Background: an optimization exercise with open tools, aiming at small area. Do not read the settings as production practice.
In this exercise RTL edits were held to simulation tests only and were not proved equivalent to the original.

==> inputs of run Y <==
Design dac_output_conditioner, start of the top module:
module dac_output_conditioner
#(
  parameter int DAC_DATA_WIDTH = 14,
  parameter int IN_DATA_WIDTH  = 16,
  parameter int GAIN_WIDTH     = 16
) (
  input  logic                             aclk,
  input  logic                             rst,
  input  logic signed [IN_DATA_WIDTH-1:0]  in_a,
  input  logic signed [IN_DATA_WIDTH-1:0]  in_b,
  input  logic signed [GAIN_WIDTH-1:0]     gain_a,
  input  logic signed [GAIN_WIDTH-1:0]     gain_b,
  input  logic signed [DAC_DATA_WIDTH-1:0] offset_a,
  input  logic signed [DAC_DATA_WIDTH-1:0] offset_b,
  input  logic                             enable_a,
  input  logic                             enable_b,
  input  logic [dac_cond_pkg::ENV_W-1:0]   ramp_step,
  input  logic                             sat_clr,
  output logic signed [DAC_DATA_WIDTH-1:0] dat_a_o,
  output logic signed [DAC_DATA_WIDTH-1:0] dat_b_o,
  output logic [1:0]                       state_a,
  output logic [1:0]                       state_b,
  output logic [dac_cond_pkg::SAT_CNT_W-1:0] sat_cnt_a,
  output logic [dac_cond_pkg::SAT_CNT_W-1:0] sat_cnt_b
);
make LEC_CHECK=0 CAP_MARGIN=20 CORE_MARGIN=2 CORE_UTILIZATION=40 CTS_BUF_LIST='sky130_fd_sc_hd__clkbuf_4 sky130_fd_sc_hd__clkbuf_8' SLEW_MARGIN=20 SYNTH_HIERARCHICAL=1 finish   # period 8.0 ns
run.sh (not shown) runs the stock make flow with config.mk's settings and CLKGATE_MAP_FILE= SYNTH_SCRIPT=/design/flow/synth_recipe.tcl, a recipe that flattens the netlist after the stock synthesis.
==> run A (differences from run Y) <==
--- a/flow/config.mk
+++ b/flow/config.mk
@@ -11,2 +11,3 @@
 export CTS_BUF_LIST = sky130_fd_sc_hd__clkbuf_4 sky130_fd_sc_hd__clkbuf_8
+export GPL_TIMING_DRIVEN = 0
 export SLEW_MARGIN = 20
==> notes <==
- Between run Y and run A, the lower maximum frequency is in run A (gap 0.71%, measured against run A).
- Between run Y and run A, the lower setup slack is in run A (gap 0.054 ns).
- Of run A and run Y, run Y has the higher via count (gap about 1.2%, measured against run Y).
- Against run A, the sequential share of layout area of run Y is lower by 0.31 points.
- In flip-flop and latch count, run Y and run A do not differ.
==> figures <==
| metric | run A | run Y |
|---|---|---|
| Slowest cell on the critical path | buf_2 | xnor2_1 |
| Fin Clk Skew | 0.0180 ns | 0.0181 ns |
| Last weighted congestion value of the routability-driven placer | 0.891 | 0.897 |
| Fin Hold WS | 0.329 ns | 0.321 ns |
| FF-to-FF path depth | 26 | 27 |
| Max_slew headroom | 22.9% | 17.8% |
| Launching instance or port of the critical path | gain_a[9] | u_ch_a.p2d_q[4] |
| Status | complete, no violations | complete, no violations |
| Post-place setup slack | -1.21 ns | 0.162 ns |
| Wire length on met2 | 37,700 um | 37,400 um |

---

==> try-sierra: inputs <==
dac_output_conditioner, a different RTL version from the one above (not shown whole).
==> flow/design.v (excerpt) <==
module dac_output_conditioner
#(
  parameter int DAC_DATA_WIDTH = 14,
  parameter int IN_DATA_WIDTH  = 16,
  parameter int GAIN_WIDTH     = 16
) (
  input  logic                             aclk,
  input  logic                             rst,
  input  logic signed [IN_DATA_WIDTH-1:0]  in_a,
  input  logic signed [IN_DATA_WIDTH-1:0]  in_b,
  input  logic signed [GAIN_WIDTH-1:0]     gain_a,
  input  logic signed [GAIN_WIDTH-1:0]     gain_b,
  input  logic signed [DAC_DATA_WIDTH-1:0] offset_a,
  input  logic signed [DAC_DATA_WIDTH-1:0] offset_b,
  input  logic                             enable_a,
  input  logic                             enable_b,
  input  logic [dac_cond_pkg::ENV_W-1:0]   ramp_step,
  input  logic                             sat_clr,
  output logic signed [DAC_DATA_WIDTH-1:0] dat_a_o,
  output logic signed [DAC_DATA_WIDTH-1:0] dat_b_o,
  output logic [1:0]                       state_a,
  output logic [1:0]                       state_b,
  output logic [dac_cond_pkg::SAT_CNT_W-1:0] sat_cnt_a,
  output logic [dac_cond_pkg::SAT_CNT_W-1:0] sat_cnt_b
);
  logic [1:0] rst_age_q;
  logic       kill;
  logic       step_zero;
  always_ff @(posedge aclk) begin
    if (rst) begin
      rst_age_q <= 2'd3;
    end else if (rst_age_q != 2'd0) begin
      rst_age_q <= rst_age_q - 2'd1;
    end
  end
  assign kill      = (rst_age_q != 2'd0);
  assign step_zero = (ramp_step == '0);
  dac_cond_channel #(
    .DAC_DATA_WIDTH(DAC_DATA_WIDTH),
    .IN_DATA_WIDTH (IN_DATA_WIDTH),
    .GAIN_WIDTH    (GAIN_WIDTH)
  ) u_ch_a (
    .clk_i      (aclk),
    .rst_i      (rst),
    .kill_i     (kill),
    .step_zero_i(step_zero),
    .in_i       (in_a),
    .gain_i     (gain_a),
    .offset_i   (offset_a),
    .enable_i   (enable_a),
    .ramp_step_i(ramp_step),
    .sat_clr_i  (sat_clr),
    .dat_o      (dat_a_o),
    .state_o    (state_a),
    .sat_cnt_o  (sat_cnt_a)
  );
  dac_cond_channel #(
    .DAC_DATA_WIDTH(DAC_DATA_WIDTH),
    .IN_DATA_WIDTH (IN_DATA_WIDTH),
    .GAIN_WIDTH    (GAIN_WIDTH)
  ) u_ch_b (
    .clk_i      (aclk),
    .rst_i      (rst),
    .kill_i     (kill),
    .step_zero_i(step_zero),
    .in_i       (in_b),
    .gain_i     (gain_b),
    .offset_i   (offset_b),
    .enable_i   (enable_b),
    .ramp_step_i(ramp_step),
    .sat_clr_i  (sat_clr),
    .dat_o      (dat_b_o),
  ...
Settings: LEC_CHECK=0, CAP_MARGIN=0, CORE_MARGIN=2, CORE_UTILIZATION=55, SLEW_MARGIN=0, SYNTH_HIERARCHICAL=1; clock period 8.0 ns.
==> try-pepper (differences from try-sierra) <==
--- a/flow/config.mk
+++ b/flow/config.mk
@@ -5,8 +5,8 @@
 export SDC_FILE = /design/flow/constraint.sdc
 export NUM_CORES = 4
 export LEC_CHECK = 0
-export CAP_MARGIN = 0
+export CAP_MARGIN = 20
 export CORE_MARGIN = 2
-export CORE_UTILIZATION = 55
-export SLEW_MARGIN = 0
+export CORE_UTILIZATION = 40
+export SLEW_MARGIN = 20
 export SYNTH_HIERARCHICAL = 1
==> comparison <==
try-sierra ran to the end with no violations. try-pepper passed the timing, DRC and antenna checks.
In try-sierra the first-iteration DRC count is higher than in try-pepper, by 13%.
Against try-sierra, the final cell count of try-pepper is larger by 6.2%.
In try-pepper the critical path depth is higher than in try-sierra, by 6.
Sequential share of layout area: try-sierra is higher than try-pepper (0.071 points).
In maximum frequency, try-sierra and try-pepper hardly differ.
In try-pepper the non-clock buffer count is lower than in try-sierra, by 17.
==> figures <==
| quantity | try-sierra | try-pepper |
|---|---|---|
| Run status | no timing/DRC/antenna violations | no timing/DRC/antenna violations |
| Worst reg2reg setup slack | 540 ps | 530 ps |
| Ratio of cells with drive above 1 in the final layout | 16.0% | 15.5% |
| Vias per cell | 6.02 | 5.50 |
| Terminus of the critical flop-to-flop path | u_ch_b.c_q[6] | u_ch_a.c_q[12] |
| Via count of the first global-routing pass | 28,300 | 26,800 |
| Tapcell Cnt | 782 | 1,070 |
| DIE HEIGHT | 250 um | 292 um |
| Worst hold endpoint | u_ch_b.p2d_q[10] | u_ch_a.p2d_q[3] |
| Routed wl met2 | 46.8 mm | 43.2 mm |
| HP Start | u_ch_b.p2_q[10] | u_ch_a.p2_q[3] |
| Required time of the worst setup path | 8360 ps | 8350 ps |

---

==> 05-26: inputs <==
dac_output_conditioner, a different RTL version from the one above (not shown whole).
## dac_output_conditioner
module dac_output_conditioner
#(
  parameter int DAC_DATA_WIDTH = 14,
  parameter int IN_DATA_WIDTH  = 16,
  parameter int GAIN_WIDTH     = 16
) (
  input  logic                             aclk,
  input  logic                             rst,
  input  logic signed [IN_DATA_WIDTH-1:0]  in_a,
  input  logic signed [IN_DATA_WIDTH-1:0]  in_b,
  input  logic signed [GAIN_WIDTH-1:0]     gain_a,
  input  logic signed [GAIN_WIDTH-1:0]     gain_b,
  input  logic signed [DAC_DATA_WIDTH-1:0] offset_a,
  input  logic signed [DAC_DATA_WIDTH-1:0] offset_b,
  input  logic                             enable_a,
  input  logic                             enable_b,
  input  logic [dac_cond_pkg::ENV_W-1:0]   ramp_step,
  input  logic                             sat_clr,
  output logic signed [DAC_DATA_WIDTH-1:0] dat_a_o,
  output logic signed [DAC_DATA_WIDTH-1:0] dat_b_o,
  output logic [1:0]                       state_a,
  output logic [1:0]                       state_b,
  output logic [dac_cond_pkg::SAT_CNT_W-1:0] sat_cnt_a,
  output logic [dac_cond_pkg::SAT_CNT_W-1:0] sat_cnt_b
);
Settings: LEC_CHECK=0, CAP_MARGIN=5, CORE_MARGIN=2, CORE_UTILIZATION=40, CTS_BUF_LIST=sky130_fd_sc_hd__clkbuf_4 sky130_fd_sc_hd__clkbuf_8, GPL_TIMING_DRIVEN=0, SLEW_MARGIN=5, SYNTH_HIERARCHICAL=1; clock period 8.0 ns.
==> 03-25 (differences from 05-26) <==
CAP_MARGIN = 20   (was 5)
GPL_TIMING_DRIVEN = not set   (was 0)
SLEW_MARGIN = 20   (was 5)
==> summary.txt <==
Run status
  • Status: no timing/DRC/antenna violations

Cells and area
  • Register Area: 0.00396 mm²
  • Share of layout cells above drive strength 1: 5.55%
  • Clock-cell share of area: 1.18%
  • Fraction of area in multi-input gates: 74.7%
  • Seq/total area: 11.8%

Routing
  • DR WL met3: 6680 µm
  • WL final: 80300 µm
  • Routed wire per std cell: 18.9 µm

Setup path
  • Arrival time at the worst endpoint: 8.11 ns
  • Stages on the worst setup path: 17
  • Path depth of the worst reg2reg path: 22
  • Setup crit start kind: input pin

Clock network
  • Postcts setup bufs: 2
  • Post_cts resized: 52

Place
  • Inst Count DP: 4204
(the above is from 05-26)
==> summary.txt <==
Clock network
  • Postcts setup bufs: 0

Cells and area
  • Share of layout cells above drive strength 1: 6.43%
  • Seq/total area: 11.6%

Place
  • Inst Count DP: 4303

Routing
  • Routed wire per std cell: 19.1 µm
  • WL final: 82600 µm

Setup path
  • Path depth of the worst reg2reg path: 26
  • Stages on the worst setup path: 26
  • Setup crit start kind: flop

Run status
  • Status: no timing/DRC/antenna violations
(the above is from 03-25)

## what the ideal ports hide
How much do the figures lean on ideal ports? The routed layouts below were timed once more, with nothing changed but the port constraints. Step 1 sets driving cells, clkbuf_16 on the clock port and buf_2 on the other inputs (assumed; they add their load-dependent delay and slew). Step 2 times the ports against the registers' clock, not the clock port: input delays grow and output delays shrink by t, the midpoint of the rising clock arrivals with the driver on. Three values: ideal ports, drivers, drivers and shift; two values: the first two.
run	shift t [ns]	setup slack, ns	worst hold slack (ns)	worst setup path at the end	cell pins on the clock port's net
run Y	0.546	0.417 / 0.417 / 0.097	0.321 / 0.321 / 0.321	input to register	1
run A	0.558	0.363 / 0.396 / -0.162	0.329 / 0.329 / 0.329	input to register	1
try-sierra	0.536	0.531 / 0.543 / 0.021	0.326 / 0.326 / 0.326	input to register	1
try-pepper	0.543	0.535 / 0.535 / 0.217	0.319 / 0.319 / 0.319	input to register	1
05-26	0.550	0.295 / 0.321 / -0.230	0.326 / 0.326 / 0.326	input to register	1
03-25	0.550	0.462 / 0.462 / 0.039	0.333 / 0.333 / 0.333	input to register	1
Met with ideal ports but missed after step 2: setup timing in run A and 05-26.
